This design comes from an exercise in tuning for small area, a short achievable clock period and few clock cycles on the open sky130 flow, not from production work. The RTL was checked by simulation tests, not by an equivalence proof against the original design. Power figures rest on the tool's default switching activity, not on a simulated workload.

`config.mk`:
```
export PLATFORM = sky130hd
export DESIGN_NAME = core
export DESIGN_NICKNAME = core
export VERILOG_FILES = /design/flow/design.v
export SDC_FILE = /design/flow/constraint.sdc
export NUM_CORES = 4
export LEC_CHECK = 0
export CAP_MARGIN = 20
export CORE_MARGIN = 2
export CORE_UTILIZATION = 50
export CTS_BUF_LIST = sky130_fd_sc_hd__clkbuf_8
export CTS_CLUSTER_DIAMETER = 50
export CTS_CLUSTER_SIZE = 14
export SLEW_MARGIN = 20
export TNS_END_PERCENT = 10
```
`constraint.sdc`:
```
create_clock -name core_clock -period 10.0 [get_ports {clk}]
set_input_delay 2.0000 -clock core_clock [delete_from_list [all_inputs] [get_ports {clk}]]
set_output_delay 2.0000 -clock core_clock [all_outputs]
set_load 0.01 [all_outputs]
```
`design.v`:
```
module core_add8 (
  input  logic [7:0] x,
  input  logic [7:0] y,
  input  logic       ci,
  output logic [7:0] s
);
  logic [7:0] g, p, g1, p1, g2, p2, g3;
  always_comb begin
    g = x & y;
    p = x ^ y;
    g[0] = g[0] | (p[0] & ci);
    g1 = g; p1 = p;
    for (int i = 1; i < 8; i += 2) begin
      g1[i] = g[i] | (p[i] & g[i-1]);
      p1[i] = p[i] & p[i-1];
    end
    g2 = g1; p2 = p1;
    for (int i = 2; i < 8; i++) begin
      if (i[1]) begin
        g2[i] = g1[i] | (p1[i] & g1[(i & 4) | 1]);
        p2[i] = p1[i] & p1[(i & 4) | 1];
      end
    end
    g3 = g2;
    for (int i = 4; i < 8; i++) begin
      g3[i] = g2[i] | (p2[i] & g2[3]);
    end
    s = p ^ {g3[6:0], ci};
  end
endmodule
module core_mul8 (
  input  logic [7:0] a,
  input  logic [7:0] b,
  output logic [7:0] p
);
  logic pp0_0, pp0_1, pp0_2, pp0_3, pp0_4, pp0_5, pp0_6, pp0_7, pp1_0, pp1_1, pp1_2, pp1_3, pp1_4, pp1_5, pp1_6, pp2_0, pp2_1, pp2_2, pp2_3, pp2_4, pp2_5, pp3_0, pp3_1, pp3_2, pp3_3, pp3_4, pp4_0, pp4_1, pp4_2, pp4_3, pp5_0, pp5_1, pp5_2, pp6_0, pp6_1, pp7_0, s0, c0, s1, c1, s2, c2, s3, c3, s4, c4, s5, c5, s6, c6, s7, c7, s8, c8, s9, c9, s10, c10, s11, c11, s12, c12, s13, c13, s14, c14, s15, c15, s16, c16, s17, c17, s18, c18, s19, c19, s20, c20;
  logic [7:0] x, y;
  assign pp0_0 = a[0] & b[0];
  assign pp0_1 = a[1] & b[0];
  assign pp0_2 = a[2] & b[0];
  assign pp0_3 = a[3] & b[0];
  assign pp0_4 = a[4] & b[0];
  assign pp0_5 = a[5] & b[0];
  assign pp0_6 = a[6] & b[0];
  assign pp0_7 = a[7] & b[0];
  assign pp1_0 = a[0] & b[1];
  assign pp1_1 = a[1] & b[1];
  assign pp1_2 = a[2] & b[1];
  assign pp1_3 = a[3] & b[1];
  assign pp1_4 = a[4] & b[1];
  assign pp1_5 = a[5] & b[1];
  assign pp1_6 = a[6] & b[1];
  assign pp2_0 = a[0] & b[2];
  assign pp2_1 = a[1] & b[2];
  assign pp2_2 = a[2] & b[2];
  assign pp2_3 = a[3] & b[2];
  assign pp2_4 = a[4] & b[2];
  assign pp2_5 = a[5] & b[2];
  assign pp3_0 = a[0] & b[3];
  assign pp3_1 = a[1] & b[3];
  assign pp3_2 = a[2] & b[3];
  assign pp3_3 = a[3] & b[3];
  assign pp3_4 = a[4] & b[3];
  assign pp4_0 = a[0] & b[4];
  assign pp4_1 = a[1] & b[4];
  assign pp4_2 = a[2] & b[4];
  assign pp4_3 = a[3] & b[4];
  assign pp5_0 = a[0] & b[5];
  assign pp5_1 = a[1] & b[5];
  assign pp5_2 = a[2] & b[5];
  assign pp6_0 = a[0] & b[6];
  assign pp6_1 = a[1] & b[6];
  assign pp7_0 = a[0] & b[7];
  assign s0 = pp0_6 ^ pp1_5;
  assign c0 = pp0_6 & pp1_5;
  assign s1 = pp0_7 ^ pp1_6 ^ pp2_5;
  assign c1 = (pp0_7 & pp1_6) | (pp0_7 & pp2_5) | (pp1_6 & pp2_5);
  assign s2 = pp3_4 ^ pp4_3;
  assign c2 = pp3_4 & pp4_3;
  assign s3 = pp0_4 ^ pp1_3;
  assign c3 = pp0_4 & pp1_3;
  assign s4 = pp0_5 ^ pp1_4 ^ pp2_3;
  assign c4 = (pp0_5 & pp1_4) | (pp0_5 & pp2_3) | (pp1_4 & pp2_3);
  assign s5 = pp3_2 ^ pp4_1;
  assign c5 = pp3_2 & pp4_1;
  assign s6 = s0 ^ pp2_4 ^ pp3_3;
  assign c6 = (s0 & pp2_4) | (s0 & pp3_3) | (pp2_4 & pp3_3);
  assign s7 = pp4_2 ^ pp5_1 ^ pp6_0;
  assign c7 = (pp4_2 & pp5_1) | (pp4_2 & pp6_0) | (pp5_1 & pp6_0);
  assign s8 = s1 ^ s2 ^ pp5_2;
  assign c8 = (s1 & s2) | (s1 & pp5_2) | (s2 & pp5_2);
  assign s9 = pp6_1 ^ pp7_0 ^ c0;
  assign c9 = (pp6_1 & pp7_0) | (pp6_1 & c0) | (pp7_0 & c0);
  assign s10 = pp0_3 ^ pp1_2;
  assign c10 = pp0_3 & pp1_2;
  assign s11 = s3 ^ pp2_2 ^ pp3_1;
  assign c11 = (s3 & pp2_2) | (s3 & pp3_1) | (pp2_2 & pp3_1);
  assign s12 = s4 ^ s5 ^ pp5_0;
  assign c12 = (s4 & s5) | (s4 & pp5_0) | (s5 & pp5_0);
  assign s13 = s6 ^ s7 ^ c4;
  assign c13 = (s6 & s7) | (s6 & c4) | (s7 & c4);
  assign s14 = s8 ^ s9 ^ c6;
  assign c14 = (s8 & s9) | (s8 & c6) | (s9 & c6);
  assign s15 = pp0_2 ^ pp1_1;
  assign c15 = pp0_2 & pp1_1;
  assign s16 = s10 ^ pp2_1 ^ pp3_0;
  assign c16 = (s10 & pp2_1) | (s10 & pp3_0) | (pp2_1 & pp3_0);
  assign s17 = s11 ^ pp4_0 ^ c10;
  assign c17 = (s11 & pp4_0) | (s11 & c10) | (pp4_0 & c10);
  assign s18 = s12 ^ c3 ^ c11;
  assign c18 = (s12 & c3) | (s12 & c11) | (c3 & c11);
  assign s19 = s13 ^ c5 ^ c12;
  assign c19 = (s13 & c5) | (s13 & c12) | (c5 & c12);
  assign s20 = s14 ^ c7 ^ c13;
  assign c20 = (s14 & c7) | (s14 & c13) | (c7 & c13);
  assign x = {s20, s19, s18, s17, s16, s15, pp0_1, pp0_0};
  assign y = {c19, c18, c17, c16, c15, pp2_0, pp1_0, 1'b0};
  core_add8 u_add (.x(x), .y(y), .ci(1'b0), .s(p));
endmodule
module core_alu #(
  parameter int W = 8
) (
  input  logic [3:0]   op,
  input  logic         sub,    
  input  logic [W-1:0] a,
  input  logic [W-1:0] b,
  output logic [W-1:0] fast,
  output logic [W-1:0] mul
);
  localparam logic [3:0] OP_ADD = 4'h1;
  localparam logic [3:0] OP_SUB = 4'h2;
  localparam logic [3:0] OP_AND = 4'h4;
  localparam logic [3:0] OP_OR  = 4'h5;
  localparam logic [3:0] OP_XOR = 4'h6;
  logic [7:0] sum;
  core_add8 u_add (.x(a), .y(b ^ {8{sub}}), .ci(sub), .s(sum));
  core_mul8 u_mul (.a(a), .b(b), .p(mul));
  always_comb begin
    case (op)
      OP_ADD, OP_SUB: fast = sum;
      OP_AND:         fast = a & b;
      OP_OR:          fast = a | b;
      OP_XOR:         fast = a ^ b;
      default:        fast = b;       
    endcase
  end
endmodule
module core #(
  parameter int REG_SIZE   = 8,
  parameter int ADDR_SIZE  = 8,
  parameter int INSN_SIZE  = 16,
  parameter int INSN_COUNT = 16
) (
  input  logic                            clk,
  input  logic                            reset,
  input  logic                            init_R0_flag,
  input  logic [REG_SIZE-1:0]             init_R0_data,
  input  logic [INSN_SIZE*INSN_COUNT-1:0] insn_data,
  input  logic                            Start,
  output logic                            Ready,
  output logic [1:0]                      enable_M,
  output logic [ADDR_SIZE-1:0]            addr_M,
  output logic [REG_SIZE-1:0]             wr_data_M,
  input  logic [REG_SIZE-1:0]             rd_data_M,
  input  logic                            ready_M
);
  localparam logic [3:0] OP_NOP  = 4'h0;
  localparam logic [3:0] OP_MUL  = 4'h3;
  localparam logic [3:0] OP_SET  = 4'h7;
  localparam logic [3:0] OP_LD   = 4'h8;
  localparam logic [3:0] OP_ST   = 4'h9;
  localparam logic [3:0] OP_BNZ  = 4'hA;
  localparam logic [3:0] OP_STOP = 4'hF;
  logic                 run_q;
  logic [15:0][15:0]    buf_q;
  logic [15:0][7:0]     regs_q;
  logic [15:0]          ir1_q;
  logic [3:0]           pc1_q;
  logic                 idv_q;      
  logic [3:0]           op2_q, rd2_q;
  logic                 ld2_q, st2_q, wr2_q, mul2_q, sub2_q;
  logic [7:0]           opa_q, opb_q;
  logic [7:0] alu_fast, alu_mul, wdata, fwd;
  logic       we2, ex_stall;
  core_alu #(.W(REG_SIZE)) u_alu (
    .op  (op2_q),
    .sub (sub2_q),
    .a   (opa_q),
    .b   (opb_q),
    .fast(alu_fast),
    .mul (alu_mul)
  );
  assign we2      = wr2_q | ld2_q;
  assign wdata    = ld2_q ? rd_data_M : (mul2_q ? alu_mul : alu_fast);
  assign fwd      = ld2_q ? rd_data_M : alu_fast;
  assign ex_stall = (ld2_q | st2_q) & !ready_M;
  assign enable_M  = {st2_q, ld2_q};
  assign addr_M    = ld2_q ? opa_q : opb_q;
  assign wr_data_M = opa_q;
  assign Ready     = !run_q;
  logic [3:0]  r_op, r_aidx, r_bidx, s_op, s_aidx, s_bidx;
  logic        r_use_a, r_use_b, r_fa, r_fb, r_bnz, s_bnz;
  logic [3:0]  op1, rd1, aidx, bidx;
  logic [7:0]  imm1, rda, rdb, vala, valb, fsrc;
  logic        fa, fb, is_set1;
  logic [15:0] nzf;
  logic        taken, id_stall, endb;
  logic [3:0]  pc_next;
  logic [15:0] fetched;
  assign r_op    = ir1_q[15:12];
  assign r_aidx  = ir1_q[7:4];
  assign r_bidx  = ir1_q[15] ? ir1_q[11:8] : ir1_q[3:0];
  assign r_bnz   = (r_op == OP_BNZ);
  assign r_use_a = (r_op != OP_NOP) && (r_op < OP_SET || r_op == OP_LD || r_op == OP_ST);
  assign r_use_b = (r_op != OP_NOP) && (r_op < OP_SET || r_op == OP_ST);
  assign r_fa    = (rd2_q == r_aidx);
  assign r_fb    = (rd2_q == r_bidx);
  assign s_op    = insn_data[15:12];
  assign s_aidx  = insn_data[7:4];
  assign s_bidx  = insn_data[15] ? insn_data[11:8] : insn_data[3:0];
  assign s_bnz   = (s_op == OP_BNZ);
  assign op1     = run_q ? r_op : s_op;
  assign rd1     = run_q ? ir1_q[11:8] : insn_data[11:8];
  assign imm1    = run_q ? ir1_q[7:0] : insn_data[7:0];
  assign aidx    = run_q ? r_aidx : s_aidx;
  assign bidx    = run_q ? r_bidx : s_bidx;
  assign is_set1 = (op1 == OP_SET);
  always_comb begin
    rda = '0;
    rdb = '0;
    for (int k = 0; k < 16; k++) begin
      rda = rda | (regs_q[k] & {8{aidx == 4'(k)}});
      rdb = rdb | (regs_q[k] & {8{bidx == 4'(k)}});
    end
  end
  assign fsrc = run_q ? fwd : init_R0_data;
  assign fa   = run_q ? (we2 && rd2_q == aidx) : (init_R0_flag && aidx == 4'd0);
  assign fb   = run_q ? (we2 && rd2_q == bidx) : (init_R0_flag && bidx == 4'd0);
  assign vala = fa ? fsrc : rda;
  assign valb = is_set1 ? imm1 : (fb ? fsrc : rdb);
  always_comb begin
    for (int k = 0; k < 16; k++) nzf[k] = (regs_q[k] != 8'd0);
  end
  assign id_stall = run_q ? ((r_bnz && we2 && rd2_q == ir1_q[11:8]) ||
                             (mul2_q && ((r_use_a && r_fa) || (r_use_b && r_fb))))
                          : s_bnz;
  assign taken    = r_bnz && nzf[ir1_q[11:8]];
  assign pc_next  = run_q ? (taken ? ir1_q[3:0] : pc1_q + 4'd1) : {3'd0, !s_bnz};
  logic [15:0] fsel;
  logic [15:0] fbuf;
  always_comb begin
    fbuf = '0;
    for (int k = 0; k < 16; k++) begin
      fsel[k] = taken ? (ir1_q[3:0] == 4'(k)) : (pc1_q + 4'd1 == 4'(k));
      fbuf = fbuf | (buf_q[k] & {16{fsel[k]}});
    end
  end
  assign fetched  = run_q ? fbuf
                          : (s_bnz ? insn_data[15:0] : insn_data[31:16]);
  assign endb     = run_q ? ((fetched[15:12] == OP_STOP) || (!taken && pc1_q == 4'd15))
                          : (!s_bnz && insn_data[31:28] == OP_STOP);
  logic ex_load, id_load;
  assign ex_load = run_q ? (idv_q && !id_stall) : (Start && !s_bnz);
  assign id_load = !run_q || (idv_q && !id_stall && !ex_stall);
  always_ff @(posedge clk) begin
    if (reset) begin
      run_q <= 1'b0;
      ld2_q <= 1'b0;
      st2_q <= 1'b0;
      wr2_q <= 1'b0;
    end else begin
      if (!run_q) run_q <= Start && (s_op != OP_STOP);
      else if (!ex_stall && !idv_q) run_q <= 1'b0;
      if (!ex_stall) begin
        ld2_q <= ex_load && (op1 == OP_LD);
        st2_q <= ex_load && (op1 == OP_ST);
        wr2_q <= ex_load && (op1 != OP_NOP) && (op1 <= OP_SET);
      end
    end
  end
  always_ff @(posedge clk) begin
    if (!ex_stall) begin
      op2_q  <= op1;
      mul2_q <= ex_load && (op1 == OP_MUL);
      sub2_q <= (op1 == 4'h2);
      rd2_q  <= rd1;
      opa_q  <= vala;
      opb_q  <= valb;
    end
    if (id_load) begin
      ir1_q <= fetched;
      pc1_q <= pc_next;
      idv_q <= !endb;
    end
  end
  always_ff @(posedge clk) begin
    if (!run_q) buf_q <= insn_data;
  end
  logic       wen;
  logic [7:0] wd;
  always_comb begin
    if (reset) begin
      wd  = '0;
      wen = 1'b1;
    end else if (run_q) begin
      wd  = wdata;
      wen = we2;
    end else begin
      wd  = init_R0_data;
      wen = init_R0_flag;
    end
  end
  always_ff @(posedge clk) begin
    for (int k = 0; k < 16; k++) begin
      if (wen && (reset || (run_q ? (rd2_q == 4'(k)) : (k == 0)))) regs_q[k] <= wd;
    end
  end
endmodule
```
`flow/run.sh`:
```
#!/bin/bash
# Layout: the standard flow (standard.sh) with three changes:
#  - port buffers of the smallest drive (buffer_ports -buffer_cell buf_1);
#    repair resizes the ones that need more;
#  - no adder cells in synthesis (ADDER_MAP_FILE empty), so abc maps the
#    arithmetic together with the logic around it;
#  - timing repair aims at a larger setup slack margin.
# make's output goes to flow.log; each step's own log is under orfs/logs/.
set -uo pipefail
bash standard.sh "ADDER_MAP_FILE=" "SETUP_SLACK_MARGIN=6.0" \
  "BUFFER_PORTS_ARGS=-buffer_cell sky130_fd_sc_hd__buf_1" finish > flow.log 2>&1
```
`standard.sh`:
```
#!/bin/bash
# synth_recipe.tcl (not shown) runs the flow's synth.tcl, then flattens the netlist and writes it again
# the make line also repeats each setting of config.mk as NAME=value (left out here)
make -C /OpenROAD-flow-scripts/flow DESIGN_CONFIG=/design/flow/config.mk WORK_HOME=/design/flow/orfs CLKGATE_MAP_FILE= SYNTH_SCRIPT=/design/flow/synth_recipe.tcl "${@:-finish}"
```
==> reports/results.ini, run 1 <==
[run_status]
status = complete, no violations

[logic_synthesis]
synth.lib_cells_used.distinct = 77
synth-async-reset-ratio_pct = 0
synth_top_area_share_pct = 60.10
synth-warning-count = 3
synth-edff-count = 431
biggest_area_consumer_among_synthesized_cells = sky130_fd_sc_hd__edfxtp_1
synth_flop_cell = sky130_fd_sc_hd__edfxtp_1
syn_avg_cell_area_um2 = 12.31
post_synth_inst_count = 1749
synth.yosys.seq_area_share_pct = 60.48
synth_area_leaders = sky130_fd_sc_hd__edfxtp_1 60%, sky130_fd_sc_hd__a22oi_1 3.4%, sky130_fd_sc_hd__nand2_1 2.6%, sky130_fd_sc_hd__mux2i_1 2.6%, sky130_fd_sc_hd__a221oi_1 2.5%
seq_cells_post_synth = 435
netlist_area_um2 = 21530
postSynthNetCount = 2026

[critical_path]
max_stage_delay_ns = 0.44
crit_arrival_ns = 4.48
critPathKind = input pin to flip-flop
worstPathRequired_ns = 10.40
rrSetupSlack_ns = 5.92
crit_top_cell = sky130_fd_sc_hd__mux2i_1
worstPathMaxFanout = 9
crit_path_capture_type = flip-flop
cp-start-kind = input pin
critical_path.top_delay_family = simple AND/OR/NAND/NOR gates
worst_path_bufs_invs = 1
crit_path_top_delay_cell = sky130_fd_sc_hd__nor2_2
worstPathCellList = clkbuf_2 -> mux2i_1 -> mux2i_2 -> or2_2 -> nor2_2 -> a22o_1 -> a221oi_1 -> nand4_1 -> o22ai_1 -> mux2i_1

[clock_network]
clock_sink_count = 435
clock_path_buffers = 3
clk_latency_ns = 0.66
tritoncts = done
cts.root.buffer_cell = sky130_fd_sc_hd__clkbuf_8
clock_slew_at_the_register_clock_pins_of_the_worst_setup_and_hold_paths_ns = 0.08
cts_made_buffers = 45
clock_tree.htree_level_count = 2

[sta]
timing_max_transition_violations_final = 0
worstMarginPinSlew_ns = 1.195
timing.setup.tns_ns = 0
max-slew-margin-rel_pct = 20.07
period_needed_ns = 4.085
finalCritPeriodShare_pct = 40.85
setup_slack_ns = 5.915
finalHoldWorstSlack_ns = 0.5726
timing.final.hold_violations = 0
post_route_clock_skew_ns = 0.03258
setup_violations = 0
maxClockFrequency_ghz = 0.2448
rsz0062_at_grt = true

[drt]
detail_route.vias_per_cell = 6.749
wirelength_met1_um = 31050
route.top_layer_used = met4
routed_wl_um = 81410
wl_met3_um = 7767
final_antenna_net_count = 0
met2_length_um = 38070
drcViolationCount = 0
drtPass1Iterations = 6
detailedRoute.firstIterationViolations = 2087
num_vias = 17790
post_drt_wl_per_cell_um = 30.88

[die]
design.portCount = 296
rows = 76
die_w_um = 211.5
floorplan.core_area_um2 = 42790
start_util_pct = 50.32
die_area_um2 = 44740
die_h_um = 211.5

[final_layout]
layout_commonest_cell = sky130_fd_sc_hd__edfxtp_1
final_net_count = 2344
final-seq-area_um2 = 13020
final.fill_count = 3542
most-common-layout-cells = 431 x sky130_fd_sc_hd__edfxtp_1, 290 x sky130_fd_sc_hd__buf_1, 148 x sky130_fd_sc_hd__nand2_1
layout-drive-gt1-share_pct = 11.45
area_growth_syn_to_layout_pct = 14.57
area_of_the_multi_input_gates_um2 = 8273
final_design_area_no_fill_um2 = 24670

[placement]
io_buffers = 295
dpl_wire_length_um = 58810
preCtsSetupSlack_ns = 4.646
routabilityCongestion = 1.040
placement.cell_area_um2 = 23270

[pwr]
max-vdd-ir-drop_mv = 0.1483
leak_uw = 0.008373
relative_contribution_of_combinational_cells_to_total_power_pct = 38.5
fraction_of_power_consumed_by_the_clock_network_pct = 18.2
total_switching_power_uw = 2539
pwr_density_cell_nw_per_um2 = 255.9
switching_fraction_pct = 40.21
cellInternalPower_uw = 3774
share_seq_of_total_power_pct = 43.3

[grt]
globalRouteTotalUtil_pct = 35.93
grt_pass1_wl_um = 115000
grt_start_max_net_pins = 93
global_route.overflow_total = 0
number_of_global_route_vias_before_repair = 16990
antenna_found_initial = 1

[job]
cap_viol_max_count = 0

[min_path]
hold_path_class = flip-flop to flip-flop

==> cell type report <==
class	instances	area share (%)
antenna	2	0.02029
tap	546	2.769
clock inverter	21	0.8419
multi-input combinational	1191	33.53
sequential	435	52.79
inverter	22	0.3652
timing repair buffer	372	7.055
clock buffer	47	2.622
==> cell families after synthesis <==
logic type,count (synthesis),share of synthesized area [%]
DFF,435,60.48
buffers and inverters,124,2.499
muxes,76,3.672
xor gates and xnor gates,85,3.713
adders and majority gates,12,0.5578
AOI/OAI and AO/OA,500,17.30
and+or+nand+nor,517,11.78
==> power by group through the flow <==
stage	sequential (µW)	clock (µW)	combinational (µW)
final	2740	1150	2430
after global routing	2750	1220	2590
after CTS	2750	1170	2240
after detailed placement	2810	0	2200
after global placement	2810	0	2170
after floorplan	2480	0	1690
==> what timing repair did <==
action,in CTS,in global routing
resized for setup,13,46
setup buffers,8,27
endpoints found under the setup margin,67,79
cloned,0,1
pin swaps,3,10
hold buffers,0,0
==> worst paths after layout <==
kind                             start            endpoint  cells after the start
hold reg to reg     wr2_q$_SDFFE_PP0N_  wr2_q$_SDFFE_PP0N_                      2
setup reg to reg  regs_q[57]$_DFFE_PP_  ir1_q[6]$_DFFE_PP_                     11
hold / removal      wr2_q$_SDFFE_PP0N_  wr2_q$_SDFFE_PP0N_                      2
setup / recovery         insn_data[15]  opb_q[4]$_DFFE_PN_                     10
==> stage by stage <==
step	total power (µW)	instances	utilization, %
global route	6569	2635	57.65
finish	6313	2636	57.65
CTS	6163	2605	56.68
global placement	4982	2528	54.33
detailed placement	5002	2529	54.39
floorplan	4176	1749	-
==> per-layer routing <==
layer  up-vias  track usage (%)
met4         0            18.99
met5         -                0
met1      8697            47.26
li1       7610                -
met2      1221            57.21
met3       263            6.305
==> synth_stat cells, drive strengths merged, types with 5 or more instances <==
master   instances
buf             35
a32oi           14
inv             22
edfxtp         431
nand4           30
a211oi           7
nor2b           18
nor4            30
or3              6
o211ai          11
nand3b           5
a22oi           97
a21boi           8
nor2            99
or2             11
xor2            33
mux2i           55
nor3b            5
nand2          153
a21oi           77
a222oi          14
a22o            57
a31oi           18
maj3            12
clkbuf          67
a211o            5
xnor2           48
a21o             6
o221ai           5
nand2b          28
mux2            21
o21bai          12
and2             9
o21a             5
and3            24
o2111ai          5
nor3            32
o21ai           51
nand3           57
o31ai            6
a221oi          62
==> flip-flops by register name (all words and copies together), names as in the netlist <==
signal	flops
run_q	1
opa_q	8
sub2_q	1
mul2_q	1
op2_q	4
buf_q	256
pc1_q	4
wr2_q	1
st2_q	1
ld2_q	1
rd2_q	4
idv_q	1
regs_q	128
opb_q	8
ir1_q	16
==> worst min-delay path, cell delays in order (launching register included) <==
cell and delay, ns:
sky130_fd_sc_hd__dfxtp_1 0.35, sky130_fd_sc_hd__a22oi_1 0.10, sky130_fd_sc_hd__nor2_1 0.09
Testbench counts, summed over its fixed seeds: cycles 7,965.
==> run 2: changes to the inputs <==
--- a/design.v
+++ b/design.v
@@ -245,21 +245,35 @@
                              (mul2_q && ((r_use_a && r_fa) || (r_use_b && r_fb))))
                           : s_bnz;
   assign taken    = r_bnz && nzf[ir1_q[11:8]];
-  assign pc_next  = run_q ? (taken ? ir1_q[3:0] : pc1_q + 4'd1) : {3'd0, !s_bnz};
+  logic [15:0] isnop;
+  logic [3:0]  pc_inc1, pc_seq;
+  logic        skip;
+  always_comb begin
+    for (int k = 0; k < 16; k++)
+      isnop[k] = (buf_q[k][15:12] == OP_NOP) ||
+                 (buf_q[k][15:12] >= 4'hB && buf_q[k][15:12] <= 4'hE);
+  end
+  assign pc_inc1 = pc1_q + 4'd1;
+  assign skip    = isnop[pc_inc1];
+  assign pc_seq  = skip ? pc1_q + 4'd2 : pc_inc1;
+  assign pc_next = run_q ? (taken ? ir1_q[3:0] : pc_seq) : {3'd0, !s_bnz};
   logic [15:0] fsel;
   logic [15:0] fbuf;
   always_comb begin
     fbuf = '0;
     for (int k = 0; k < 16; k++) begin
-      fsel[k] = taken ? (ir1_q[3:0] == 4'(k)) : (pc1_q + 4'd1 == 4'(k));
+      fsel[k] = taken ? (ir1_q[3:0] == 4'(k)) : (pc_seq == 4'(k));
       fbuf = fbuf | (buf_q[k] & {16{fsel[k]}});
     end
   end
   assign fetched  = run_q ? fbuf
                           : (s_bnz ? insn_data[15:0] : insn_data[31:16]);
-  assign endb     = run_q ? ((fetched[15:12] == OP_STOP) || (!taken && pc1_q == 4'd15))
+  assign endb     = run_q ? ((fetched[15:12] == OP_STOP) ||
+                             (!taken && (pc1_q == 4'd15 || (pc1_q == 4'd14 && skip))))
                           : (!s_bnz && insn_data[31:28] == OP_STOP);
-  logic ex_load, id_load;
+  logic ex_load, id_load, fin;
+  assign fin     = idv_q && !id_stall && endb &&
+                   ((r_bnz && !taken) || r_op == OP_NOP || (r_op >= 4'hB && r_op <= 4'hE));
   assign ex_load = run_q ? (idv_q && !id_stall) : (Start && !s_bnz);
   assign id_load = !run_q || (idv_q && !id_stall && !ex_stall);
   always_ff @(posedge clk) begin
@@ -270,7 +284,7 @@
       wr2_q <= 1'b0;
     end else begin
       if (!run_q) run_q <= Start && (s_op != OP_STOP);
-      else if (!ex_stall && !idv_q) run_q <= 1'b0;
+      else if (!ex_stall && (!idv_q || fin)) run_q <= 1'b0;
       if (!ex_stall) begin
         ld2_q <= ex_load && (op1 == OP_LD);
         st2_q <= ex_load && (op1 == OP_ST);
--- a/flow/run.sh
+++ b/flow/run.sh
@@ -7,5 +7,5 @@
 #  - timing repair aims at a larger setup slack margin.
 # make's output goes to flow.log; each step's own log is under orfs/logs/.
 set -uo pipefail
-bash standard.sh "ADDER_MAP_FILE=" "SETUP_SLACK_MARGIN=6.0" \
+bash standard.sh "ADDER_MAP_FILE=" "SETUP_SLACK_MARGIN=6.5" \
   "BUFFER_PORTS_ARGS=-buffer_cell sky130_fd_sc_hd__buf_1" finish > flow.log 2>&1
--- a/config.mk
+++ b/config.mk
@@ -7,9 +7,9 @@
 export LEC_CHECK = 0
 export CAP_MARGIN = 20
 export CORE_MARGIN = 2
-export CORE_UTILIZATION = 50
+export CORE_UTILIZATION = 55
 export CTS_BUF_LIST = sky130_fd_sc_hd__clkbuf_8
-export CTS_CLUSTER_DIAMETER = 50
-export CTS_CLUSTER_SIZE = 14
+export CTS_CLUSTER_DIAMETER = 60
+export CTS_CLUSTER_SIZE = 16
 export SLEW_MARGIN = 20
 export TNS_END_PERCENT = 10
==> reports/results.ini, run 2 <==
[critical_path]
crit_path_capture_type = flip-flop
worstPathMaxFanout = 6  ; -3
reg2reg_depth = 17  ; +6
rr_startpoint = regs_q[84]$_DFFE_PP_
cp-start-kind = flip-flop
regToRegEndpoint = run_q$_SDFF_PP0_
critPathKind = flip-flop to flip-flop
crit_arrival_ns = 5.00  ; +0.52 ns
rrSetupSlack_ns = 5.58  ; -0.34 ns
worstPathRequired_ns = 10.59  ; +0.19 ns

[pwr]
max-vdd-ir-drop_mv = 0.1574  ; +6.1%
leak_uw = 0.009435  ; +13%
totalPowerFinal_uw = 7337  ; +16%
pwr_density_cell_nw_per_um2 = 270.6  ; +5.7%

[placement]
io_buffers = 295  ; unchanged
dpl_wire_length_um = 54730  ; -6.9%
routabilityCongestion = 1.062  ; +2.1%

[drt]
post_drt_wl_per_cell_um = 29.42  ; -4.7%
num_vias = 19080  ; +7.3%
drcViolationCount = 0  ; unchanged
detail_route.vias_per_cell = 6.810  ; +0.90%
drtPass1Iterations = 7  ; +1
detailedRoute.firstIterationViolations = 2809  ; +35%
routed_wl_um = 82420  ; +1.2%
final_antenna_net_count = 0  ; unchanged

[final_layout]
area_growth_syn_to_layout_pct = 25.75
largest_reg_flops = 256  ; unchanged
most-common-layout-cells = 431 x sky130_fd_sc_hd__edfxtp_1, 283 x sky130_fd_sc_hd__buf_1, 178 x sky130_fd_sc_hd__buf_4
layout-drive-gt1-share_pct = 22.81  ; +11 points
final_net_count = 2537  ; +8.2%
top_regs = buf_q x256, regs_q x128, ir1_q x16
registers.top_by_ff_count = buf_q
layout_commonest_cell = sky130_fd_sc_hd__edfxtp_1

[grt]
grtUsageMet2_pct = 63.08  ; +5.9 points
grt_util_met1_pct = 49.55  ; +2.3 points
grt_busiest_layer = met2
grt_start_max_net_pins = 84  ; -9.7%
grt_pass1_wl_um = 117400  ; +2.1%
antenna_found_initial = 4  ; +3
globalRouteTotalUtil_pct = 39.23  ; +3.3 points
global_route.overflow_total = 0  ; unchanged
grt_use_met3_pct = 10.08  ; +3.8 points
number_of_global_route_vias_before_repair = 18310  ; +7.8%

[clock_network]
cts.root.buffer_cell = sky130_fd_sc_hd__clkbuf_8
clock_path_buffers = 3  ; unchanged
clock_tree.htree_level_count = 2  ; unchanged
tritoncts = done
clock_sink_count = 435  ; unchanged
cts_made_buffers = 38  ; -16%
hold_buffers = 0  ; unchanged
clock_slew_at_the_register_clock_pins_of_the_worst_setup_and_hold_paths_ns = 0.10  ; +0.02 ns
clk_latency_ns = 0.67  ; about the same

[job]
cap_viol_max_count = 0  ; unchanged

[sta]
timing.setup.tns_ns = 0  ; unchanged
finalCritPeriodShare_pct = 44.15  ; +3.3 points
worstMarginPinSlew_ns = 0.9978  ; -0.1968 ns
timing_max_transition_violations_final = 0  ; unchanged
rsz0062_at_grt = true
post_route_clock_skew_ns = 0.04208  ; +0.009503 ns
maxClockFrequency_ghz = 0.2265  ; -7.5%
max-slew-margin-rel_pct = 33.24  ; +13 points
setup_violations = 0  ; unchanged
timing.final.hold_violations = 0  ; unchanged
period_needed_ns = 4.415  ; +0.3297 ns

[run_status]
status = complete, no violations

[logic_synthesis]
leading_post_synthesis_cells_by_instance_count = 431 x sky130_fd_sc_hd__edfxtp_1, 156 x sky130_fd_sc_hd__nand2_1, 149 x sky130_fd_sc_hd__nor2_1
seq_cells_post_synth = 435  ; unchanged
postSynthNetCount = 2071  ; +2.2%
synth-warning-count = 3  ; unchanged
synth_flop_cell = sky130_fd_sc_hd__edfxtp_1
synth-async-reset-ratio_pct = 0  ; unchanged
post-synth-top-count-cell = sky130_fd_sc_hd__edfxtp_1
syn_avg_cell_area_um2 = 12.02  ; -2.4%
synth.lib_cells_used.distinct = 79  ; +2.6%
synth_top_area_share_pct = 60.02  ; -0.084 points
synth-edff-count = 431  ; unchanged
biggest_area_consumer_among_synthesized_cells = sky130_fd_sc_hd__edfxtp_1
netlist_area_um2 = 21560  ; +0.14%
synth.yosys.seq_area_share_pct = 60.39  ; -0.084 points
post_synth_inst_count = 1794  ; +2.6%
synth_area_leaders = sky130_fd_sc_hd__edfxtp_1 60%, sky130_fd_sc_hd__a22oi_1 2.8%, sky130_fd_sc_hd__nand2_1 2.7%, sky130_fd_sc_hd__mux2i_1 2.7%, sky130_fd_sc_hd__nor2_1 2.6%

[die]
rows = 72  ; -5.3%
die_area_um2 = 40810  ; -8.8%
floorplan.core_area_um2 = 38650  ; -9.7%
die_h_um = 202.0  ; -4.5%
die_w_um = 202.0  ; -4.5%
design.portCount = 296  ; unchanged
start_util_pct = 55.80  ; +5.5 points

[min_path]
worstHoldEndpoint = wr2_q$_SDFFE_PP0N_
hold_path_class = flip-flop to flip-flop
hold-path-cell-count = 2  ; unchanged
min-delay-start = wr2_q$_SDFFE_PP0N_

## run 2: cell types whose count changed in the layout (fill, tap and decap cells not counted), sizes merged, moves of 13 or more
cell    delta
buf      +141
nor2      +51
o21ai     +23
a21oi     +17
a22o      -17
a22oi     -17
nand3     -15
a221oi    -13
and3b     +13
## run 2: worst max-delay path by stage
stage / startpoint / endpoint / slack (ns) / depth (start not counted)
after global placement: regs_q[109]$_DFFE_PP_ / idv_q$_DFFE_PP_ / 4.68 / 13
after detailed placement: regs_q[109]$_DFFE_PP_ / idv_q$_DFFE_PP_ / 4.62 / 13
after CTS: buf_q[124]$_DFFE_PN_ / idv_q$_DFFE_PP_ / 6.07 / 13
after global routing: regs_q[87]$_DFFE_PP_ / run_q$_SDFF_PP0_ / 5.53 / 16
after floorplan: run_q$_SDFF_PP0_ / Ready / 5.99 / 7
final: regs_q[84]$_DFFE_PP_ / run_q$_SDFF_PP0_ / 5.58 / 17
## run 2: stage by stage
stage	util, %	worst slack (ns)	cells	area, µm²	hold WS [ns]
6_report	70.16	5.585	2802	27120	0.5229
5_1_grt	70.15	5.533	2800	27110	0.5822
4_1_cts	67.08	6.069	2739	25920	0.5285
3_5_place_dp	60.37	4.624	2557	23330	0.5039
3_3_place_gp	60.32	4.685	2557	23310	0.5052
2_1_floorplan	-	5.989	1794	21640	0.4796
## run 2: cell type report
class                           instances  area (µm²)
Sequential cell                       435       13020
Fill cell                            2773       11530
Multi-Input combinational cell       1245        9467
Timing Repair Buffer                  511        3053
Tap cell                              518       648.1
Clock buffer                           39       536.8
Clock inverter                         21       261.5
Inverter                               29       116.4
Antenna cell                            4       10.01
## run 2: timing repair
action	4_1_cts	5_1_grt
cloned	5	2
pin swaps	46	47
resized for setup	177	151
buffers inserted	117	56
endpoints found under the setup margin	196	190
## run 2: worst max-delay path, stage by stage, from the launching register on
cell	delay (ns)
sky130_fd_sc_hd__edfxtp_1	0.47
sky130_fd_sc_hd__nor4_2	0.70
sky130_fd_sc_hd__nand2_1	0.12
sky130_fd_sc_hd__o21ai_0	0.28
sky130_fd_sc_hd__a41oi_2	0.28
sky130_fd_sc_hd__nand3_4	0.22
sky130_fd_sc_hd__buf_12	0.12
sky130_fd_sc_hd__mux2i_4	0.37
sky130_fd_sc_hd__buf_12	0.16
sky130_fd_sc_hd__buf_16	0.12
sky130_fd_sc_hd__buf_4	0.13
sky130_fd_sc_hd__mux2i_1	0.25
sky130_fd_sc_hd__o21ai_1	0.14
sky130_fd_sc_hd__a2111oi_2	0.28
sky130_fd_sc_hd__a31oi_1	0.20
sky130_fd_sc_hd__a41oi_2	0.21
sky130_fd_sc_hd__buf_4	0.15
sky130_fd_sc_hd__o21a_1	0.11
## run 2: power breakdown
part | total (µW) | internal, µW | switching [µW]
sequential | 2630 | 2320 | 305
combinational | 3580 | 1550 | 2030
clock | 1130 | 486 | 644
total | 7340 | 4350 | 2980
## run 2: logic make-up after synthesis
logic type      after synthesis  share of synthesized area, %
compound gates              494                         16.42
mux                          82                         3.946
flops                       435                         60.39
xor+xnor                     88                         3.574
fa+ha+maj                    13                        0.6034
simple gates                567                         12.94
buf+inv                     115                         2.124
## run 2: per-layer routing
| layer | vias to the layer above | share of wire, % |
|---|---|---|
| met5 | - | 0 |
| met3 | 377 | 13 |
| met2 | 1609 | 46 |
| met1 | 9092 | 35 |
| li1 | 8003 | - |
| met4 | 0 | 6.0 |
Testbench counts of run 2, summed over its fixed seeds: cycles 7,675.
==> run 3: changes to the inputs <==
--- a/flow/run.sh
+++ b/flow/run.sh
@@ -7,5 +7,5 @@
 #  - timing repair aims at a larger setup slack margin.
 # make's output goes to flow.log; each step's own log is under orfs/logs/.
 set -uo pipefail
-bash standard.sh "ADDER_MAP_FILE=" "SETUP_SLACK_MARGIN=6.5" \
+bash standard.sh "ADDER_MAP_FILE=" "SETUP_SLACK_MARGIN=6.2" \
   "BUFFER_PORTS_ARGS=-buffer_cell sky130_fd_sc_hd__buf_1" finish > flow.log 2>&1
==> reports/results.ini, run 3 <==
[run_status]
status = complete, no violations

[critical_path]
rr_startpoint = buf_q[127]$_DFFE_PN_
crit_arrival_ns = 4.58  ; -0.42 ns
worst_path_bufs_invs = 2  ; -3
reg2reg_depth = 15  ; -2
critical_path.top_delay_family = compound AO/OA/AOI/OAI gates
rrSetupSlack_ns = 5.89  ; +0.31 ns
max_stage_delay_ns = 0.37  ; -0.33 ns
worstPathRequired_ns = 10.37  ; -0.22 ns
cp-start-kind = input pin
crit_path_top_delay_cell = sky130_fd_sc_hd__buf_1
critPathKind = input pin to flip-flop
crit_path_capture_type = flip-flop
worstPathMaxFanout = 8  ; +2
worstPathCellList = buf_1 -> mux2i_1 -> o21ai_2 -> nand2b_1 -> nor2_1 -> buf_4 -> a22o_1 -> a221oi_1 -> and3_1 -> nand4_1 -> o211ai_1 -> o21ai_0
regToRegEndpoint = idv_q$_DFFE_PP_

[logic_synthesis]
synth-warning-count = 3  ; unchanged
synth_top_area_share_pct = 60.02  ; unchanged
post_synth_mux_area_share_pct = 3.946  ; unchanged
biggest_area_consumer_among_synthesized_cells = sky130_fd_sc_hd__edfxtp_1
synth.lib_cells_used.distinct = 79  ; unchanged
syn_avg_cell_area_um2 = 12.02  ; unchanged
post-synth-top-count-cell = sky130_fd_sc_hd__edfxtp_1
postSynthNetCount = 2071  ; unchanged
post_synth_xor_area_fraction_pct = 3.574  ; unchanged
compound_gate_portion_of_the_synthesized_area_pct = 16.42  ; unchanged
synth_flop_cell = sky130_fd_sc_hd__edfxtp_1
post_synth_inst_count = 1794  ; unchanged
synth-edff-count = 431  ; unchanged
seq_cells_post_synth = 435  ; unchanged
synthAdderAreaFrac_pct = 0.6035  ; unchanged
synth-async-reset-ratio_pct = 0  ; unchanged
synth_area_leaders = sky130_fd_sc_hd__edfxtp_1 60%, sky130_fd_sc_hd__a22oi_1 2.8%, sky130_fd_sc_hd__nand2_1 2.7%, sky130_fd_sc_hd__mux2i_1 2.7%, sky130_fd_sc_hd__nor2_1 2.6%
leading_post_synthesis_cells_by_instance_count = 431 x sky130_fd_sc_hd__edfxtp_1, 156 x sky130_fd_sc_hd__nand2_1, 149 x sky130_fd_sc_hd__nor2_1
netlist_area_um2 = 21560  ; unchanged
synth-simple-area-share_pct = 12.94  ; unchanged
dominant_combinational_cell_family_by_area_after_synthesis = compound AO/OA/AOI/OAI gates
synth.yosys.seq_area_share_pct = 60.39  ; unchanged

[min_path]
min-delay-start = wr2_q$_SDFFE_PP0N_
hold-path-cell-count = 2  ; unchanged
hold_path_class = flip-flop to flip-flop
worstHoldEndpoint = wr2_q$_SDFFE_PP0N_

[clock_network]
cts_made_buffers = 39  ; +2.6%
clock_slew_at_the_register_clock_pins_of_the_worst_setup_and_hold_paths_ns = 0.09  ; about the same
cts.root.buffer_cell = sky130_fd_sc_hd__clkbuf_8
clock_sink_count = 435  ; unchanged
hold_buffers = 0  ; unchanged
tritoncts = done
clock_path_buffers = 3  ; unchanged
clk_latency_ns = 0.65  ; -0.02 ns
clock_tree.htree_level_count = 2  ; unchanged

[sta]
finalCritPeriodShare_pct = 42.07  ; -2.1 points
worstMarginPinSlew_ns = 1.163  ; +0.1651 ns
setup_violations = 0  ; unchanged
timing_max_transition_violations_final = 0  ; unchanged
rsz0062_at_grt = true
timing.setup.tns_ns = 0  ; unchanged
period_needed_ns = 4.207  ; -0.2080 ns
timing.final.hold_violations = 0  ; unchanged
maxClockFrequency_ghz = 0.2377  ; +4.9%
finalHoldWorstSlack_ns = 0.5462  ; +0.02325 ns
post_route_clock_skew_ns = 0.03253  ; -0.009553 ns
max-slew-margin-rel_pct = 22.19  ; -11 points

[final_layout]
final_core_util_pct = 66.67  ; -3.5 points
registers.top_by_ff_count = buf_q
final.fill_count = 2798  ; +0.90%
area_growth_syn_to_layout_pct = 19.50
final_design_area_no_fill_um2 = 25770  ; -5.0%
largest_reg_flops = 256  ; unchanged
top_regs = buf_q x256, regs_q x128, ir1_q x16
most-common-layout-cells = 431 x sky130_fd_sc_hd__edfxtp_1, 294 x sky130_fd_sc_hd__buf_1, 156 x sky130_fd_sc_hd__nand2_1
layout-drive-gt1-share_pct = 16.21  ; -6.6 points
layout_commonest_cell = sky130_fd_sc_hd__edfxtp_1
final_net_count = 2469  ; -2.7%

[drt]
detailedRoute.firstIterationViolations = 2451  ; -13%
detail_route.vias_per_cell = 6.858  ; +0.70%
routed_wl_um = 81570  ; -1.0%
post_drt_wl_per_cell_um = 29.90  ; +1.7%
final_antenna_net_count = 0  ; unchanged
drcViolationCount = 0  ; unchanged
drtPass1Iterations = 6  ; -1
num_vias = 18710  ; -2.0%

[die]
rows = 72  ; unchanged
die_area_um2 = 40810  ; unchanged
floorplan.core_area_um2 = 38650  ; unchanged
die_h_um = 202.0  ; unchanged
design.portCount = 296  ; unchanged
start_util_pct = 55.80  ; unchanged
die_w_um = 202.0  ; unchanged

[grt]
antenna_found_initial = 0  ; -4
number_of_global_route_vias_before_repair = 18010  ; -1.7%
grt_busiest_layer = met2
global_route.overflow_total = 0  ; unchanged
grt_util_met1_pct = 49.56  ; about the same
grt_pass1_wl_um = 117700  ; +0.28%
grtUsageMet2_pct = 63.83  ; +0.75 points
grt_start_max_net_pins = 105  ; +25%
grt_use_met3_pct = 9.045  ; -1.0 points
globalRouteTotalUtil_pct = 39.44  ; +0.20 points

[placement]
placement.cell_area_um2 = 23390  ; +0.25%
dpl_wire_length_um = 57610  ; +5.3%
routabilityCongestion = 1.044  ; -1.6%
io_buffers = 295  ; unchanged

[pwr]
totalPowerFinal_uw = 6876  ; -6.3%
leak_uw = 0.008878  ; -5.9%
max-vdd-ir-drop_mv = 0.1662  ; +5.6%
pwr_density_cell_nw_per_um2 = 266.9  ; -1.4%

[job]
cap_viol_max_count = 0  ; unchanged

-- run 3: worst max-delay path by stage --
stage                                    end  depth (start not counted)                  from  slack [ns]
final                     opb_q[7]$_DFFE_PN_                         12          insn_data[3]        5.79
after global placement       idv_q$_DFFE_PP_                         13  regs_q[83]$_DFFE_PP_        4.22
after floorplan                        Ready                          7      run_q$_SDFF_PP0_        5.99
after detailed placement     idv_q$_DFFE_PP_                         13  regs_q[83]$_DFFE_PP_        4.12
after global routing         idv_q$_DFFE_PP_                         16  buf_q[127]$_DFFE_PN_        5.75
after CTS                    idv_q$_DFFE_PP_                         13  buf_q[125]$_DFFE_PN_        6.01
-- run 3: where the power goes --
group / internal, µW / leakage (µW) / switching, µW / total, µW
logic: 1350 / 0.00410 / 1830 / 3180
registers: 2320 / 0.00442 / 314 / 2640
clock network: 415 / 0.000363 / 644 / 1060
total: 4090 / 0.00888 / 2790 / 6880
-- run 3: final cells by class --
type                    instances  area [µm²]  area share [%]
flip-flops and latches        435       13020           50.54
multi-input cells            1244        8827           34.26
repair buffers                443        2422           9.401
well taps                     518       648.1           2.515
clock buffers                  40       550.5           2.137
clock inverters                18       171.4          0.6652
inverters                      29       121.4          0.4710
diodes                          1       2.502        0.009712
-- run 3: layer usage --
layer / up-vias / share of wire [%]
li1: 7861 / -
met1: 9025 / 35
met2: 1499 / 47
met3: 323 / 11
met4: 0 / 6.5
met5: - / 0
-- run 3: metrics by stage --
| stage | setup slack [ns] | std cells |
|---|---|---|
| finish | 5.793 | 2728 |
| global route | 5.754 | 2727 |
| CTS | 6.008 | 2705 |
| detailed placement | 4.121 | 2567 |
| global placement | 4.225 | 2567 |
| floorplan | 5.989 | 1794 |
-- run 3: kinds of logic after synthesis --
kind of cell               after synthesis
adders and majority gates               13
xor gates and xnor gates                88
DFF                                    435
muxes                                   82
AOI/OAI and AO/OA                      494
buffers and inverters                  115
and+or+nand+nor                        567
-- run 3: worst min-delay path: cells and delay by family (launching register included) --
kind	cells	cell delay, ns
simple gates	1	0.08
compound gates	1	0.09
flops	1	0.35
-- run 3: repair_timing --
action	CTS	global route
pin swaps	28	19
setup endpoints to repair	77	75
buffers inserted	77	20
resized for setup	114	38
cloned	3	2
==> run 4: changes to the inputs <==
--- a/design.v
+++ b/design.v
@@ -179,7 +179,7 @@
   logic                 idv_q;      
   logic [3:0]           op2_q, rd2_q;
   logic                 ld2_q, st2_q, wr2_q, mul2_q, sub2_q;
-  logic [7:0]           opa_q, opb_q;
+  logic [7:0]           opa_q, opb_q, adr_q;    
   logic [7:0] alu_fast, alu_mul, wdata, fwd;
   logic       we2, ex_stall;
   core_alu #(.W(REG_SIZE)) u_alu (
@@ -195,7 +195,7 @@
   assign fwd      = ld2_q ? rd_data_M : alu_fast;
   assign ex_stall = (ld2_q | st2_q) & !ready_M;
   assign enable_M  = {st2_q, ld2_q};
-  assign addr_M    = ld2_q ? opa_q : opb_q;
+  assign addr_M    = adr_q;
   assign wr_data_M = opa_q;
   assign Ready     = !run_q;
   logic [3:0]  r_op, r_aidx, r_bidx, s_op, s_aidx, s_bidx;
@@ -271,9 +271,7 @@
   assign endb     = run_q ? ((fetched[15:12] == OP_STOP) ||
                              (!taken && (pc1_q == 4'd15 || (pc1_q == 4'd14 && skip))))
                           : (!s_bnz && insn_data[31:28] == OP_STOP);
-  logic ex_load, id_load, fin;
-  assign fin     = idv_q && !id_stall && endb &&
-                   ((r_bnz && !taken) || r_op == OP_NOP || (r_op >= 4'hB && r_op <= 4'hE));
+  logic ex_load, id_load;
   assign ex_load = run_q ? (idv_q && !id_stall) : (Start && !s_bnz);
   assign id_load = !run_q || (idv_q && !id_stall && !ex_stall);
   always_ff @(posedge clk) begin
@@ -284,7 +282,7 @@
       wr2_q <= 1'b0;
     end else begin
       if (!run_q) run_q <= Start && (s_op != OP_STOP);
-      else if (!ex_stall && (!idv_q || fin)) run_q <= 1'b0;
+      else if (!ex_stall && !idv_q) run_q <= 1'b0;
       if (!ex_stall) begin
         ld2_q <= ex_load && (op1 == OP_LD);
         st2_q <= ex_load && (op1 == OP_ST);
@@ -300,6 +298,7 @@
       rd2_q  <= rd1;
       opa_q  <= vala;
       opb_q  <= valb;
+      adr_q  <= (op1 == OP_LD) ? vala : valb;
     end
     if (id_load) begin
       ir1_q <= fetched;
==> reports/results.ini, run 4 <==
[clock_network]
clk_latency_ns = 0.67  ; +0.02 ns
clock_tree.htree_level_count = 2  ; unchanged
clock_slew_at_the_register_clock_pins_of_the_worst_setup_and_hold_paths_ns = 0.10  ; about the same
tritoncts = done
hold_buffers = 0  ; unchanged
clock_path_buffers = 3  ; unchanged
cts_made_buffers = 39  ; unchanged
clock_sink_count = 443  ; +1.8%
cts.root.buffer_cell = sky130_fd_sc_hd__clkbuf_8

[pwr]
leak_uw = 0.008951  ; +0.82%
pwr_density_cell_nw_per_um2 = 278.8  ; +4.5%
max-vdd-ir-drop_mv = 0.1513  ; -9.0%

[min_path]
worstHoldEndpoint = st2_q$_SDFFE_PP0N_
hold_path_class = flip-flop to flip-flop
min-delay-start = st2_q$_SDFFE_PP0N_
hold-path-cell-count = 2  ; unchanged

[die]
design.portCount = 296  ; unchanged
die_h_um = 202.5  ; +0.26%
die_area_um2 = 41020  ; +0.53%
die_w_um = 202.5  ; +0.26%
floorplan.core_area_um2 = 38740  ; +0.23%
start_util_pct = 55.97  ; +0.17 points
rows = 72  ; unchanged

[job]
cap_viol_max_count = 0  ; unchanged

[logic_synthesis]
leading_post_synthesis_cells_by_instance_count = 439 x sky130_fd_sc_hd__edfxtp_1, 135 x sky130_fd_sc_hd__nand2_1, 108 x sky130_fd_sc_hd__nor2_1
post-synth-top-count-cell = sky130_fd_sc_hd__edfxtp_1
synth.lib_cells_used.distinct = 89  ; +13%
synth-async-reset-ratio_pct = 0  ; unchanged
postSynthNetCount = 2006  ; -3.1%
syn_avg_cell_area_um2 = 12.54  ; +4.3%
synth-simple-area-share_pct = 11.44  ; -1.5 points
synth_flop_cell = sky130_fd_sc_hd__edfxtp_1
synth_area_leaders = sky130_fd_sc_hd__edfxtp_1 61%, sky130_fd_sc_hd__a22oi_1 2.9%, sky130_fd_sc_hd__xnor2_1 2.8%, sky130_fd_sc_hd__mux2i_1 2.5%, sky130_fd_sc_hd__a221oi_1 2.4%
netlist_area_um2 = 21680  ; +0.54%
synth-edff-count = 439  ; +1.9%
compound_gate_portion_of_the_synthesized_area_pct = 17.39  ; +0.97 points
synthAdderAreaFrac_pct = 0.5540  ; -0.049 points
post_synth_mux_area_share_pct = 3.647  ; -0.30 points
synth.yosys.seq_area_share_pct = 61.18  ; +0.78 points
synth-warning-count = 3  ; unchanged
post_synth_inst_count = 1729  ; -3.6%
dominant_combinational_cell_family_by_area_after_synthesis = compound AO/OA/AOI/OAI gates
synth_top_area_share_pct = 60.81  ; +0.79 points
seq_cells_post_synth = 443  ; +1.8%
biggest_area_consumer_among_synthesized_cells = sky130_fd_sc_hd__edfxtp_1
post_synth_xor_area_fraction_pct = 3.676  ; +0.10 points

[final_layout]
layout-drive-gt1-share_pct = 19.71  ; +3.5 points
final_net_count = 2412  ; -2.3%
most-common-layout-cells = 439 x sky130_fd_sc_hd__edfxtp_1, 286 x sky130_fd_sc_hd__buf_1, 131 x sky130_fd_sc_hd__nand2_1
layout_commonest_cell = sky130_fd_sc_hd__edfxtp_1
top_regs = buf_q x256, regs_q x128, ir1_q x16
registers.top_by_ff_count = buf_q
final_core_util_pct = 68.02  ; +1.3 points
final_cell_count_no_fill = 2671  ; -2.1%
area_growth_syn_to_layout_pct = 21.54
largest_reg_flops = 256  ; unchanged
final_design_area_no_fill_um2 = 26350  ; +2.3%

[sta]
rsz0062_at_grt = true
timing.setup.tns_ns = 0  ; unchanged
setup_violations = 0  ; unchanged
max-slew-margin-rel_pct = 27.13  ; +4.9 points
post_route_clock_skew_ns = 0.06749  ; +0.03496 ns
period_needed_ns = 4.150  ; -0.05722 ns
worstMarginPinSlew_ns = 1.093  ; -0.06979 ns
timing.final.hold_violations = 0  ; unchanged
maxClockFrequency_ghz = 0.2410  ; +1.4%
timing_max_transition_violations_final = 0  ; unchanged
finalCritPeriodShare_pct = 41.50  ; -0.57 points

[critical_path]
max_stage_delay_ns = 0.49  ; +0.12 ns
crit_path_capture_type = flip-flop
cp-start-kind = flip-flop
worstPathMaxFanout = 7  ; -1
rr_startpoint = regs_q[10]$_DFFE_PP_
rrSetupSlack_ns = 5.85  ; -0.04 ns
regToRegEndpoint = idv_q$_DFFE_PP_
critPathKind = flip-flop to flip-flop
worstPathCellList = nor4_2 -> nand4b_1 -> a32oi_2 -> a311oi_4 -> a31oi_4 -> buf_12 -> buf_6 -> buf_6 -> nand2b_1 -> o41a_1 -> buf_4 -> buf_4 -> a22o_1 -> nand2_1 -> and4b_1 -> nand2_1 -> and3_4 -> a31oi_1
crit_path_top_delay_cell = sky130_fd_sc_hd__edfxtp_1
worstPathRequired_ns = 10.37  ; about the same
reg2reg_depth = 18  ; +3
crit_arrival_ns = 4.52  ; -0.06 ns

[placement]
placement.cell_area_um2 = 23550  ; +0.67%
placed_cell_count = 2475  ; -3.6%
routabilityCongestion = 1.053  ; +0.80%
io_buffers = 295  ; unchanged
dpl_wire_length_um = 56990  ; -1.1%

[drt]
num_vias = 18460  ; -1.3%
detail_route.vias_per_cell = 6.911  ; +0.77%
post_drt_wl_per_cell_um = 30.15  ; +0.82%
routed_wl_um = 80520  ; -1.3%
drtPass1Iterations = 8  ; +2
final_antenna_net_count = 0  ; unchanged
detailedRoute.firstIterationViolations = 2622  ; +7.0%
drcViolationCount = 0  ; unchanged

[grt]
number_of_global_route_vias_before_repair = 17880  ; -0.68%
antenna_found_initial = 3  ; +3
grt_start_max_net_pins = 91  ; -13%
grt_pass1_wl_um = 116400  ; -1.1%
globalRouteTotalUtil_pct = 39.00  ; -0.43 points
global_route.overflow_total = 0  ; unchanged

[run_status]
status = complete, no violations

run 4: changes by cell type in the layout (fill, tap and decap cells not counted), moves of 14 or more:
cell                      delta
sky130_fd_sc_hd__a31oi_1    -14
sky130_fd_sc_hd__nand2_1    -25
sky130_fd_sc_hd__a22o_1     +20
sky130_fd_sc_hd__o21ai_0    -16
sky130_fd_sc_hd__nor2_4     +15
sky130_fd_sc_hd__a21oi_1    -40
sky130_fd_sc_hd__nor2_1     -56
sky130_fd_sc_hd__xnor2_1    +15
sky130_fd_sc_hd__nor3_1     -14
run 4: layout make-up:
class / count / area [µm²]
Fill cell: 2786 / 12390
Multi-Input combinational cell: 1175 / 9072
Tap cell: 518 / 648.1
Antenna cell: 2 / 5.005
Inverter: 27 / 111.4
Sequential cell: 443 / 13270
Clock inverter: 16 / 145.1
Timing Repair Buffer: 449 / 2536
Clock buffer: 41 / 564.3
run 4: power by group:
group / switching, µW / leakage [µW] / internal (µW) / total (µW)
logic: 2000 / 0.00406 / 1490 / 3480
registers: 401 / 0.00453 / 2420 / 2820
clock network: 640 / 0.000364 / 399 / 1040
run 4: logic make-up after synthesis:
| group | after synthesis |
|---|---|
| AO/OA/AOI/OAI | 498 |
| XOR/XNOR | 91 |
| buffers and inverters | 114 |
| multiplexers | 75 |
| adder cells (fa/ha/maj) | 12 |
| flip-flops | 443 |
| AND/OR/NAND/NOR | 496 |
run 4: per-stage QoR:
step	setup WS, ns	hold WS (ns)	total power [µW]
2_1_floorplan	5.834	0.4755	4587
3_3_place_gp	4.584	0.5140	5451
3_5_place_dp	4.636	0.5162	5487
4_1_cts	6.039	0.5302	7022
5_1_grt	5.844	0.5907	7618
6_report	5.850	0.5281	7345
run 4: how the worst max path moves through the flow:
stage                         start                   to  slack [ns]
2_1_floorplan         insn_data[15]   adr_q[5]$_DFFE_PN_        5.83
3_3_place_gp    ir1_q[15]$_DFFE_PP_   ir1_q[7]$_DFFE_PP_        4.58
3_5_place_dp          insn_data[15]   adr_q[5]$_DFFE_PN_        4.64
4_1_cts          opb_q[1]$_DFFE_PN_  regs_q[7]$_DFFE_PP_        6.04
5_1_grt        buf_q[156]$_DFFE_PN_      idv_q$_DFFE_PP_        5.84
6_report       regs_q[10]$_DFFE_PP_      idv_q$_DFFE_PP_        5.85
run 4: what timing repair did:
| action | 4_1_cts | 5_1_grt |
|---|---|---|
| setup endpoints to repair | 126 | 104 |
| gates cloned | 3 | 0 |
| pin swaps | 44 | 47 |
| buffers inserted | 102 | 32 |
| resized for setup | 142 | 65 |
run 4: routing by layer:
metal | share of wire (%) | vias to the layer above | GRT usage [%]
met1 | 36 | 8896 | 51.23
met3 | 11 | 318 | 7.881
met4 | 6.1 | 0 | 19.26
met5 | 0 | - | 0
met2 | 46 | 1497 | 62.29
li1 | - | 7747 | -
run 4: worst max-delay path, delay by kind of cell, from the launching register on:
family	cells	cell delay, ns
AO/OA/AOI/OAI	6	1.29
flip-flops	1	0.49
AND/OR/NAND/NOR	7	1.35
buffers and inverters	5	0.75
Testbench counts of run 4, summed over its fixed seeds: cycles 7,731.
==> run 5: changes to the inputs <==
--- a/config.mk
+++ b/config.mk
@@ -10,6 +10,6 @@
 export CORE_UTILIZATION = 55
 export CTS_BUF_LIST = sky130_fd_sc_hd__clkbuf_8
 export CTS_CLUSTER_DIAMETER = 60
-export CTS_CLUSTER_SIZE = 16
+export CTS_CLUSTER_SIZE = 18
 export SLEW_MARGIN = 20
 export TNS_END_PERCENT = 10
==> reports/results.ini, run 5 <==
[critical_path]
rr_startpoint = regs_q[10]$_DFFE_PP_
worstPathRequired_ns = 10.49  ; +0.12 ns
critPathKind = flip-flop to flip-flop
worstPathMaxFanout = 6  ; -1
cp-start-kind = flip-flop
reg2reg_depth = 15  ; -3
crit_arrival_ns = 4.55  ; +0.03 ns
regToRegEndpoint = idv_q$_DFFE_PP_
rrSetupSlack_ns = 5.94  ; +0.09 ns
crit_path_capture_type = flip-flop

[pwr]
max-vdd-ir-drop_mv = 0.1571  ; +3.9%
share_seq_of_total_power_pct = 38.6  ; +0.2 points
fraction_of_power_consumed_by_the_clock_network_pct = 14.3  ; +0.2 points
cellInternalPower_uw = 4280  ; -0.57%
relative_contribution_of_combinational_cells_to_total_power_pct = 47.0  ; -0.4 points
total_switching_power_uw = 3026  ; -0.47%
leak_uw = 0.008963  ; +0.13%
totalPowerFinal_uw = 7306  ; -0.53%
pwr_density_cell_nw_per_um2 = 277.8  ; -0.34%
switching_fraction_pct = 41.42  ; about the same

[sta]
post_route_clock_skew_ns = 0.07996  ; +0.01247 ns
period_needed_ns = 4.064  ; -0.08590 ns
timing_max_transition_violations_final = 0  ; unchanged
rsz0062_at_grt = true
finalCritPeriodShare_pct = 40.64  ; -0.86 points
max-slew-margin-rel_pct = 26.87  ; -0.26 points
finalHoldWorstSlack_ns = 0.5291  ; +0.001001 ns
setup_violations = 0  ; unchanged
worstMarginPinSlew_ns = 1.097  ; +0.003878 ns
timing.final.hold_violations = 0  ; unchanged
timing.setup.tns_ns = 0  ; unchanged
maxClockFrequency_ghz = 0.2461  ; +2.1%

[logic_synthesis]
synth_flop_cell = sky130_fd_sc_hd__edfxtp_1
leading_post_synthesis_cells_by_instance_count = 439 x sky130_fd_sc_hd__edfxtp_1, 135 x sky130_fd_sc_hd__nand2_1, 108 x sky130_fd_sc_hd__nor2_1
synth-warning-count = 3  ; unchanged
synth-edff-count = 439  ; unchanged
syn_avg_cell_area_um2 = 12.54  ; unchanged
seq_cells_post_synth = 443  ; unchanged
synth_area_leaders = sky130_fd_sc_hd__edfxtp_1 61%, sky130_fd_sc_hd__a22oi_1 2.9%, sky130_fd_sc_hd__xnor2_1 2.8%, sky130_fd_sc_hd__mux2i_1 2.5%, sky130_fd_sc_hd__a221oi_1 2.4%
synth-async-reset-ratio_pct = 0  ; unchanged
post-synth-top-count-cell = sky130_fd_sc_hd__edfxtp_1
synth_top_area_share_pct = 60.81  ; unchanged
post_synth_inst_count = 1729  ; unchanged
synth.yosys.seq_area_share_pct = 61.18  ; unchanged
postSynthNetCount = 2006  ; unchanged
biggest_area_consumer_among_synthesized_cells = sky130_fd_sc_hd__edfxtp_1
netlist_area_um2 = 21680  ; unchanged
synth.lib_cells_used.distinct = 89  ; unchanged

[drt]
post_drt_wl_per_cell_um = 30.12  ; about the same
drcViolationCount = 0  ; unchanged
final_antenna_net_count = 0  ; unchanged
drtPass1Iterations = 6  ; -2
num_vias = 18550  ; +0.49%
routed_wl_um = 80520  ; about the same
detailedRoute.firstIterationViolations = 2809  ; +7.1%
detail_route.vias_per_cell = 6.939  ; +0.41%

[final_layout]
area_growth_syn_to_layout_pct = 21.31
layout-drive-gt1-share_pct = 19.32  ; -0.39 points
largest_reg_flops = 256  ; unchanged
most-common-layout-cells = 439 x sky130_fd_sc_hd__edfxtp_1, 286 x sky130_fd_sc_hd__buf_1, 138 x sky130_fd_sc_hd__buf_4
registers.top_by_ff_count = buf_q
top_regs = buf_q x256, regs_q x128, ir1_q x16
final_design_area_no_fill_um2 = 26300  ; -0.19%
final.fill_count = 2793  ; +0.25%
layout_commonest_cell = sky130_fd_sc_hd__edfxtp_1
final_net_count = 2414  ; +0.083%

[clock_network]
cts_made_buffers = 36  ; -7.7%
hold_buffers = 0  ; unchanged
clock_tree.htree_level_count = 2  ; unchanged
clock_sink_count = 443  ; unchanged
clock_slew_at_the_register_clock_pins_of_the_worst_setup_and_hold_paths_ns = 0.10  ; about the same
clock_path_buffers = 3  ; unchanged
tritoncts = done
clk_latency_ns = 0.67  ; about the same
cts.root.buffer_cell = sky130_fd_sc_hd__clkbuf_8

[placement]
dpl_wire_length_um = 56990  ; unchanged
routabilityCongestion = 1.053  ; unchanged
placement.cell_area_um2 = 23550  ; unchanged
io_buffers = 295  ; unchanged

[die]
die_area_um2 = 41020  ; unchanged
start_util_pct = 55.97  ; unchanged
floorplan.core_area_um2 = 38740  ; unchanged
design.portCount = 296  ; unchanged
die_h_um = 202.5  ; unchanged
rows = 72  ; unchanged
die_w_um = 202.5  ; unchanged

[min_path]
hold_path_class = flip-flop to flip-flop
hold-path-cell-count = 2  ; unchanged
worstHoldEndpoint = st2_q$_SDFFE_PP0N_
min-delay-start = st2_q$_SDFFE_PP0N_

[grt]
globalRouteTotalUtil_pct = 38.81  ; -0.19 points
global_route.overflow_total = 0  ; unchanged
grt_pass1_wl_um = 115900  ; -0.39%
grt_start_max_net_pins = 91  ; unchanged
number_of_global_route_vias_before_repair = 17810  ; -0.41%
antenna_found_initial = 4  ; +1

[run_status]
status = complete, no violations

[job]
cap_viol_max_count = 0  ; unchanged

run 5: worst max-delay path by stage:
stage | end | start | cells past startpoint
finish | idv_q$_DFFE_PP_ | regs_q[10]$_DFFE_PP_ | 15
global route | regs_q[7]$_DFFE_PP_ | opb_q[1]$_DFFE_PN_ | 14
CTS | regs_q[7]$_DFFE_PP_ | opb_q[1]$_DFFE_PN_ | 14
detailed placement | adr_q[5]$_DFFE_PN_ | insn_data[15] | 11
global placement | ir1_q[7]$_DFFE_PP_ | ir1_q[15]$_DFFE_PP_ | 12
floorplan | adr_q[5]$_DFFE_PN_ | insn_data[15] | 12
run 5: per-stage QoR:
stage          setup WS [ns]  utilization (%)  cells
2_1_floorplan          5.834                -   1729
3_3_place_gp           4.584            60.75   2474
3_5_place_dp           4.636            60.78   2475
4_1_cts                6.040            66.53   2637
5_1_grt                5.891            67.88   2672
6_report               5.936            67.89   2673
run 5: area by class of cell:
cell class	instances	area [µm²]	share of cell area [%]
tap	518	648.1	2.464
clock inverter	16	176.4	0.6708
timing repair buffer	455	2537	9.648
multi-input combinational	1174	9026	34.32
antenna	2	5.005	0.01903
sequential	443	13270	50.44
clock buffer	38	523.0	1.989
inverter	27	116.4	0.4425
run 5: kinds of logic (layout without fill, tap and decap cells):
kind of cell / after synthesis / count (layout) / share of synthesized area, %
simple gates: 496 / 496 / 11.44
buf+inv: 114 / 536 / 2.118
xor+xnor: 91 / 91 / 3.676
flops: 443 / 443 / 61.18
fa+ha+maj: 12 / 12 / 0.5541
compound gates: 498 / 500 / 17.39
other cells: 0 / 2 / 0
mux: 75 / 75 / 3.647
run 5: layer usage:
| metal | GRT usage [%] | wire length (µm) | vias up | share of wire [%] |
|---|---|---|---|---|
| met5 | 0 | 0 | - | 0 |
| met4 | 19.97 | 4893 | 0 | 6.1 |
| met3 | 7.319 | 8713 | 324 | 11 |
| met2 | 62.17 | 37570 | 1492 | 47 |
| met1 | 50.85 | 29350 | 8981 | 36 |
| li1 | - | - | 7751 | - |
run 5: power groups by stage:
stage	logic [µW]	clock network [µW]	registers, µW
after floorplan	2000	0	2590
after global placement	2560	0	2890
after detailed placement	2590	0	2890
after CTS	3170	1050	2800
after global routing	3620	1110	2840
final	3440	1050	2820
run 5: critical path: stages, from the launching register on:
cell,delay [ns]
sky130_fd_sc_hd__edfxtp_1,0.49
sky130_fd_sc_hd__nor4_2,0.38
sky130_fd_sc_hd__nand4b_1,0.22
sky130_fd_sc_hd__a32oi_2,0.31
sky130_fd_sc_hd__a311oi_4,0.17
sky130_fd_sc_hd__a31oi_4,0.22
sky130_fd_sc_hd__buf_12,0.17
sky130_fd_sc_hd__nor2_4,0.06
sky130_fd_sc_hd__a31oi_4,0.20
sky130_fd_sc_hd__buf_12,0.15
sky130_fd_sc_hd__mux2_2,0.33
sky130_fd_sc_hd__a22oi_2,0.21
sky130_fd_sc_hd__nand4_1,0.12
sky130_fd_sc_hd__or4b_4,0.53
sky130_fd_sc_hd__and3_4,0.17
sky130_fd_sc_hd__a31oi_2,0.18
run 5: what timing repair did:
item,in CTS,in global routing
pin swaps,45,34
endpoints found under the hold margin,0,0
gates cloned,2,0
gates resized for setup,139,51
setup buffers,106,34
setup endpoints to repair,126,104

==> port drivers added, routing unchanged <==
In the flow no input, the clock included, has a driving cell. The finished layouts below were timed again as built, in two steps.
Step 1 sets driving cells, clkbuf_16 on the clock port and buf_2 on the other inputs (assumed; they add their load-dependent delay and slew).
Step 2 adds t to the input delays and takes it off the output delays; t is the mean of the earliest and latest rising clock arrival at the registers after step 1. Input paths then give back, and output paths get back, about the clock's delay inside the block.
a / b / c = ideal / step 1 / step 2; a / b = the first two.
| run | shift t [ns] | setup slack, ns | pins driven straight from the clock port |
|---|---|---|---|
| run 1 | 0.699 | 5.915 / 5.911 / 5.212 | 1 |
| run 2 | 0.701 | 5.585 / 5.585 / 5.408 | 1 |
| run 3 | 0.683 | 5.793 / 5.795 / 5.112 | 1 |
| run 4 | 0.688 | 5.850 / 5.850 / 5.332 | 1 |
| run 5 | 0.688 | 5.936 / 5.936 / 5.344 | 1 |
After both steps setup and hold are still met in every run listed. For run 1, which loses most, drivers alone change the setup slack by -0.004 ns; drivers and shift together by -0.703 ns.
